Context: an optimization exercise on an open-source flow, tuned for small area. The choices shown serve that exercise and are no tape-out recipe.
The RTL was checked by simulation tests, not by an equivalence proof against the original design.
Power is estimated from default activity; no workload was simulated.

Setup of JK:
==> flow/design.v <==
package yuv_fb_pkg;
    localparam int unsigned Y_SAMPLES_PER_WORD = 5;
    localparam int unsigned C_SAMPLES_PER_WORD = 18;
    localparam int unsigned Y_WORD_W           = 40;
    localparam int unsigned C_WORD_W           = 144;
    typedef enum logic [2:0] {
        IDLE   = 3'b000,
        LOAD   = 3'b001,
        LOAD2  = 3'b011,
        STREAM = 3'b100,
        DONE   = 3'b010
    } fb_state_e;
endpackage
module yuv_aoi222 (
    input  logic a0, s0, a1, s1, a2, s2,
    output logic y
);
    assign y = ~((a0 & s0) | (a1 & s1) | (a2 & s2));
endmodule
module yuv_aoi22 (
    input  logic a0, s0, a1, s1,
    output logic y
);
    assign y = ~((a0 & s0) | (a1 & s1));
endmodule
module yuv_incbit (
    input  logic a, p, c,
    output logic y
);
    assign y = a ^ (c & p);
endmodule
module yuv_prefix_and #(
    parameter int unsigned W  = 16,
    parameter bit          UD = 1'b0      
) (
    input  logic [W-1:0] a,
    input  logic         dn,
    output logic [W-1:0] p
);
    always_comb begin
        p[0] = 1'b1;
        for (int unsigned i = 1; i < W; i++)
            p[i] = p[i-1] & (a[i-1] ^ (UD & dn));
    end
endmodule
module yuv_inc #(
    parameter int unsigned W  = 16,
    parameter bit          UD = 1'b0      
) (
    input  logic [W-1:0] a,
    input  logic         dn,
    input  logic         c,
    output logic [W-1:0] y
);
    logic [W-1:0] p;
    yuv_prefix_and #(.W(W), .UD(UD)) u_p (.a(a), .dn(dn), .p(p));
    for (genvar i = 0; i < W; i++) begin : g_bit
        yuv_incbit u_b (.a(a[i]), .p(p[i]), .c(c), .y(y[i]));
    end
endmodule
module packed_lane_unpacker #(
    parameter int unsigned SAMPLES = 5
) (
    input  logic [SAMPLES*8-1:0] q,
    input  logic [SAMPLES-1:0]   hot,
    output logic [7:0]           sample
);
    localparam int unsigned G3 = SAMPLES / 3;
    localparam int unsigned G  = (SAMPLES + 2) / 3;
    localparam int unsigned R  = SAMPLES % 3;
    for (genvar b = 0; b < 8; b++) begin : g_bit
        logic [G-1:0] g_n;
        for (genvar g = 0; g < G3; g++) begin : g_3
            yuv_aoi222 u_s (
                .a0(q[8*(3*g) + b]),   .s0(hot[3*g]),
                .a1(q[8*(3*g+1) + b]), .s1(hot[3*g+1]),
                .a2(q[8*(3*g+2) + b]), .s2(hot[3*g+2]),
                .y(g_n[g])
            );
        end
        if (R == 2) begin : g_2
            yuv_aoi22 u_s (
                .a0(q[8*(3*G3) + b]),   .s0(hot[3*G3]),
                .a1(q[8*(3*G3+1) + b]), .s1(hot[3*G3+1]),
                .y(g_n[G3])
            );
        end else if (R == 1) begin : g_1
            assign g_n[G3] = ~(q[8*(3*G3) + b] & hot[3*G3]);
        end
        assign sample[b] = ~&g_n;
    end
endmodule
module yuv420_fb_reader #(
    parameter int unsigned WIDTH  = 640,
    parameter int unsigned HEIGHT = 480,
    parameter int unsigned Y_AW   = 16,
    parameter int unsigned C_AW   = 13
) (
    input  logic                MIPI_PIXEL_CLK,
    input  logic                RESET_N,
    input  logic                frame_start,
    output logic                busy,
    output logic                frame_done,
    output logic [Y_AW-1:0]     y_rdaddress,
    input  logic [yuv_fb_pkg::Y_WORD_W-1:0] y_q,
    output logic [C_AW-1:0]     u_rdaddress,
    input  logic [yuv_fb_pkg::C_WORD_W-1:0] u_q,
    output logic [C_AW-1:0]     v_rdaddress,
    input  logic [yuv_fb_pkg::C_WORD_W-1:0] v_q,
    output logic                pix_valid,
    input  logic                pix_ready,
    output logic [7:0]          pix_y,
    output logic [7:0]          pix_u,
    output logic [7:0]          pix_v,
    output logic                pix_sof,
    output logic                pix_eol
);
    localparam int unsigned YS = yuv_fb_pkg::Y_SAMPLES_PER_WORD;    
    localparam int unsigned CS = yuv_fb_pkg::C_SAMPLES_PER_WORD;    
    localparam int unsigned LW = $clog2(WIDTH / YS);                
    yuv_fb_pkg::fb_state_e state_q, state_d;
    logic [Y_AW-1:0] ya, y_next;    
    logic [2:0]      yo;            
    logic [C_AW-1:0] ca, c_next;    
    logic [4:0]      co;            
    logic            sof_q;         
    logic idle, load, load2, stream, xfer, y_wrap, eol, last_row;
    logic odd_row, c_step, c_wrap, y_inc, c_ge14, c_bor;
    logic c_dn, c0, c1, c4, c_t1, c_g;
    logic [2:0]    yo_inc;          
    logic [4:0]    co_inc, co_add4;  
    logic [YS-1:0] y_hot;
    logic [CS-1:0] c_hot;
    assign idle     = (state_q == yuv_fb_pkg::IDLE);
    assign load     = (state_q == yuv_fb_pkg::LOAD);
    assign load2    = (state_q == yuv_fb_pkg::LOAD2);
    assign stream   = state_q[2];
    assign xfer     = stream && pix_ready;
    assign y_wrap   = yo[2];                                    
    assign eol      = y_wrap && (&ya[LW-1:0]);                  
    assign last_row = ya[LW+8] & ya[LW+7] & ya[LW+6] & ya[LW+4] & ya[LW+3]
                    & ya[LW+2] & ya[LW+1] & ya[LW];
    assign odd_row  = ya[LW];
    assign c_step   = xfer && (ya[0] ^ yo[0]);
    assign c_wrap   = co[4] & co[0];                            
    assign c_ge14   = co[4] | (co[3] & co[2] & co[1]);          
    assign y_inc    = xfer && y_wrap;
    yuv_inc #(.W(Y_AW)) u_y_inc (.a(ya), .dn(1'b0), .c(y_inc), .y(y_next));
    assign c_bor    = co[4] | co[3] | co[2];
    assign c_dn     = odd_row && (load || load2);
    assign c4       = load && odd_row;
    assign c1       = load2 && odd_row && c_bor;
    assign c0       = c_step && c_wrap || load2 && odd_row && !c_bor;
    assign c_t1     = c0 && (ca[0] ^ c_dn) || c1;
    assign c_g      = c_t1 && (ca[1] ^ c_dn) && (ca[2] ^ c_dn) && (ca[3] ^ c_dn) || c4;
    assign c_next[0] = ca[0] ^ c0;
    assign c_next[1] = ca[1] ^ c_t1;
    assign c_next[2] = ca[2] ^ (c_t1 && (ca[1] ^ c_dn));
    assign c_next[3] = ca[3] ^ (c_t1 && (ca[1] ^ c_dn) && (ca[2] ^ c_dn));
    yuv_inc #(.W(C_AW-4), .UD(1'b1)) u_c_inc (.a(ca[C_AW-1:4]), .dn(c_dn), .c(c_g), .y(c_next[C_AW-1:4]));
    always_comb begin
        state_d = state_q;
        case (state_q)
            yuv_fb_pkg::IDLE:    if (frame_start) state_d = yuv_fb_pkg::LOAD;
            yuv_fb_pkg::LOAD:    state_d = yuv_fb_pkg::LOAD2;
            yuv_fb_pkg::LOAD2:   state_d = yuv_fb_pkg::STREAM;
            yuv_fb_pkg::STREAM:  if (xfer && eol) state_d = last_row ? yuv_fb_pkg::DONE : yuv_fb_pkg::LOAD;
            yuv_fb_pkg::DONE:    state_d = yuv_fb_pkg::IDLE;
            default: state_d = yuv_fb_pkg::IDLE;
        endcase
    end
    always_ff @(posedge MIPI_PIXEL_CLK) begin
        if (!RESET_N)
            state_q <= yuv_fb_pkg::IDLE;
        else
            state_q <= state_d;
        if (idle) begin
            ya    <= '0;
            yo    <= '0;
            ca    <= '0;
            co    <= '0;
            sof_q <= 1'b1;
        end else begin
            ya <= y_next;
            if (xfer) begin
                yo    <= yo_inc;
                sof_q <= 1'b0;
            end
            ca <= c_next;
            if (c4)
                co <= co_add4;
            else if (c_step)
                co <= co_inc;
        end
    end
    assign yo_inc[0]  = ~yo[0] & ~yo[2];
    assign yo_inc[1]  = yo[1] ^ yo[0];
    assign yo_inc[2]  = yo[1] & yo[0];
    assign co_inc[0]  = ~co[0];
    assign co_inc[1]  = (co[1] ^ co[0]) & ~co[4];
    assign co_inc[2]  = co[2] ^ (co[1] & co[0]);
    assign co_inc[3]  = co[3] ^ (co[2] & co[1] & co[0]);
    assign co_inc[4]  = (co[3] & co[2] & co[1] & co[0]) | (co[4] & ~co[0]);
    assign co_add4[0] = co[0];
    assign co_add4[1] = co[1] ^ c_ge14;
    assign co_add4[2] = ~co[2] & ~c_ge14;
    assign co_add4[3] = (co[3] ^ co[2]) & ~c_ge14;
    assign co_add4[4] = co[3] & co[2] & ~c_ge14;
    assign y_hot[0] = ~(yo[2] | yo[1] | yo[0]);
    assign y_hot[1] = ~yo[1] &  yo[0];
    assign y_hot[2] =  yo[1] & ~yo[0];
    assign y_hot[3] =  yo[1] &  yo[0];
    assign y_hot[4] =  yo[2];
    always_comb begin
        for (int unsigned k = 0; k < 16; k++)
            c_hot[k] = (co[3:0] == 4'(k)) && (k >= 2 || !co[4]);
        c_hot[16] = co[4] & ~co[0];
        c_hot[17] = co[4] &  co[0];
    end
    packed_lane_unpacker #(.SAMPLES(YS)) u_y_sel (.q(y_q), .hot(y_hot), .sample(pix_y));
    packed_lane_unpacker #(.SAMPLES(CS)) u_u_sel (.q(u_q), .hot(c_hot), .sample(pix_u));
    packed_lane_unpacker #(.SAMPLES(CS)) u_v_sel (.q(v_q), .hot(c_hot), .sample(pix_v));
    assign busy        = |state_q;
    assign frame_done  = (state_q == yuv_fb_pkg::DONE);
    assign pix_valid   = stream;
    assign pix_sof     = sof_q;
    assign pix_eol     = eol;
    assign y_rdaddress = y_next;
    assign u_rdaddress = c_next;
    assign v_rdaddress = c_next;
endmodule
Settings: LEC_CHECK=0, CAP_MARGIN=0, CORE_AREA=2.5 2.5 137.5 89.5, DIE_AREA=0 0 140 92, SLEW_MARGIN=0; clock period 5.0 ns.
standard.sh (not shown) runs the stock make flow with config.mk's settings and CLKGATE_MAP_FILE= SYNTH_SCRIPT=/design/flow/synth_recipe.tcl, a recipe that flattens the netlist after the stock synthesis.
==> flow/flow/run.sh <==
#!/bin/bash
# ORFS layout with these changes:
#  - synthesis maps logic with an area-oriented ABC script (flow/abc_area.script)
#    in place of ORFS's speed script; everything else in synthesis, including
#    the standard flow's synthesis wrapper (flatten, renames) and the flip-flop mapping,
#    is unchanged;
#  - port buffering uses the smallest buffer cell (buf_1);
#  - clock tree synthesis uses small clock buffers and no dummy load cells.
# Each step's full output is in orfs/logs/; the make output is in synth.log and
# layout.log here.
set -euo pipefail
rm -rf scripts_area
cp -r "$FLOW_HOME/scripts" scripts_area
cp flow/abc_area.script scripts_area/abc_speed.script
bash standard.sh "SCRIPTS_DIR=$PWD/scripts_area" synth > synth.log 2>&1
bash standard.sh \
  "BUFFER_PORTS_ARGS=-buffer_cell sky130_fd_sc_hd__buf_1" \
  "CTS_ARGS=-sink_clustering_enable -repair_clock_nets -dont_use_dummy_load -buf_list {sky130_fd_sc_hd__clkbuf_4 sky130_fd_sc_hd__clkbuf_8}" \
  finish > layout.log 2>&1
==> flow/flow/abc_area.script <==
strash
&get -n
&st
&dch
&nf -R 1000
&put
strash
&get -n
&st
&dch
&nf -R 1000
&put
For MS, these inputs were changed with respect to JK:
--- a/flow/design.v
+++ b/flow/design.v
@@ -4,12 +4,12 @@
     localparam int unsigned Y_WORD_W           = 40;
     localparam int unsigned C_WORD_W           = 144;
     typedef enum logic [2:0] {
         IDLE   = 3'b000,
-        LOAD   = 3'b001,
-        LOAD2  = 3'b011,
+        LOAD   = 3'b010,
+        LOAD2  = 3'b001,
         STREAM = 3'b100,
-        DONE   = 3'b010
+        DONE   = 3'b011
     } fb_state_e;
 endpackage
 module yuv_aoi222 (
     input  logic a0, s0, a1, s1, a2, s2,
@@ -23,12 +23,12 @@
 );
     assign y = ~((a0 & s0) | (a1 & s1));
 endmodule
 module yuv_incbit (
-    input  logic a, p, c,
+    input  logic a, p, c, clr,
     output logic y
 );
-    assign y = a ^ (c & p);
+    assign y = a ^ ((c & p) | (clr & a));
 endmodule
 module yuv_prefix_and #(
     parameter int unsigned W  = 16,
     parameter bit          UD = 1'b0      
@@ -49,14 +49,15 @@
 ) (
     input  logic [W-1:0] a,
     input  logic         dn,
     input  logic         c,
+    input  logic         clr,
     output logic [W-1:0] y
 );
     logic [W-1:0] p;
     yuv_prefix_and #(.W(W), .UD(UD)) u_p (.a(a), .dn(dn), .p(p));
     for (genvar i = 0; i < W; i++) begin : g_bit
-        yuv_incbit u_b (.a(a[i]), .p(p[i]), .c(c), .y(y[i]));
+        yuv_incbit u_b (.a(a[i]), .p(p[i]), .c(c), .clr(clr), .y(y[i]));
     end
 endmodule
 module packed_lane_unpacker #(
     parameter int unsigned SAMPLES = 5
@@ -144,21 +145,21 @@
     assign c_step   = xfer && (ya[0] ^ yo[0]);
     assign c_wrap   = co[4] & co[0];                            
     assign c_ge14   = co[4] | (co[3] & co[2] & co[1]);          
     assign y_inc    = xfer && y_wrap;
-    yuv_inc #(.W(Y_AW)) u_y_inc (.a(ya), .dn(1'b0), .c(y_inc), .y(y_next));
+    yuv_inc #(.W(Y_AW)) u_y_inc (.a(ya), .dn(1'b0), .c(y_inc), .clr(idle), .y(y_next));
     assign c_bor    = co[4] | co[3] | co[2];
     assign c_dn     = odd_row && (load || load2);
     assign c4       = load && odd_row;
     assign c1       = load2 && odd_row && c_bor;
     assign c0       = c_step && c_wrap || load2 && odd_row && !c_bor;
     assign c_t1     = c0 && (ca[0] ^ c_dn) || c1;
     assign c_g      = c_t1 && (ca[1] ^ c_dn) && (ca[2] ^ c_dn) && (ca[3] ^ c_dn) || c4;
-    assign c_next[0] = ca[0] ^ c0;
-    assign c_next[1] = ca[1] ^ c_t1;
-    assign c_next[2] = ca[2] ^ (c_t1 && (ca[1] ^ c_dn));
-    assign c_next[3] = ca[3] ^ (c_t1 && (ca[1] ^ c_dn) && (ca[2] ^ c_dn));
-    yuv_inc #(.W(C_AW-4), .UD(1'b1)) u_c_inc (.a(ca[C_AW-1:4]), .dn(c_dn), .c(c_g), .y(c_next[C_AW-1:4]));
+    assign c_next[0] = ca[0] ^ (c0 || idle && ca[0]);
+    assign c_next[1] = ca[1] ^ (c_t1 || idle && ca[1]);
+    assign c_next[2] = ca[2] ^ (c_t1 && (ca[1] ^ c_dn) || idle && ca[2]);
+    assign c_next[3] = ca[3] ^ (c_t1 && (ca[1] ^ c_dn) && (ca[2] ^ c_dn) || idle && ca[3]);
+    yuv_inc #(.W(C_AW-4), .UD(1'b1)) u_c_inc (.a(ca[C_AW-1:4]), .dn(c_dn), .c(c_g), .clr(idle), .y(c_next[C_AW-1:4]));
     always_comb begin
         state_d = state_q;
         case (state_q)
             yuv_fb_pkg::IDLE:    if (frame_start) state_d = yuv_fb_pkg::LOAD;
@@ -173,21 +174,19 @@
         if (!RESET_N)
             state_q <= yuv_fb_pkg::IDLE;
         else
             state_q <= state_d;
+        ya <= y_next;      
+        ca <= c_next;      
         if (idle) begin
-            ya    <= '0;
             yo    <= '0;
-            ca    <= '0;
             co    <= '0;
             sof_q <= 1'b1;
         end else begin
-            ya <= y_next;
             if (xfer) begin
                 yo    <= yo_inc;
                 sof_q <= 1'b0;
             end
-            ca <= c_next;
             if (c4)
                 co <= co_add4;
             else if (c_step)
                 co <= co_inc;
Results
[compare] base=JK new=MS: sequential portion of the cell area rose 0.44 points; post-placement setup slack went down. The lower proportion of power drawn by the clock network of MS and JK is in MS. Taking JK as the reference point, the first-pass GRT wire length of MS rises by about 2.4%. Relative to JK, cell count after synthesis has gone down in MS. Going from JK to MS, the post-layout utilization of the core was found to have gone down by 1.3 points. Portion of the clock cycle consumed by the worst path in the final layout (MS over JK): increase, 0.52 points. On non-clock buffer count, MS tracks JK almost exactly. Diff JK -> MS: net count after synthesis fell by 2.2%, number of cells on the worst reg-to-reg path increased by 3 relative to the old numbers.

==> re-timing with driven ports <==
Ports are ideal in the flow. The routed layouts listed here were re-timed in OpenROAD. Step 1 sets driving cells, clkbuf_16 on the clock port and buf_2 on the other inputs (assumed; they add their load-dependent delay and slew). Step 2, shift: input delay + t, output delay - t, t = (earliest + latest rising clock arrival at the registers) / 2. This alone moves slack from input paths to output paths. Three values: ideal ports, drivers, drivers and shift; two values: the first two.
run | t, ns | setup slack, ns | worst setup path at the end
JK | 0.328 | 0.389 / 0.351 / 0.351 | input to output
MS | 0.321 | 0.363 / 0.316 / 0.316 | input to output
After both steps setup and hold are still met in every run listed. For MS, which loses most, drivers alone change the setup slack by -0.047 ns; drivers and shift together by -0.047 ns.
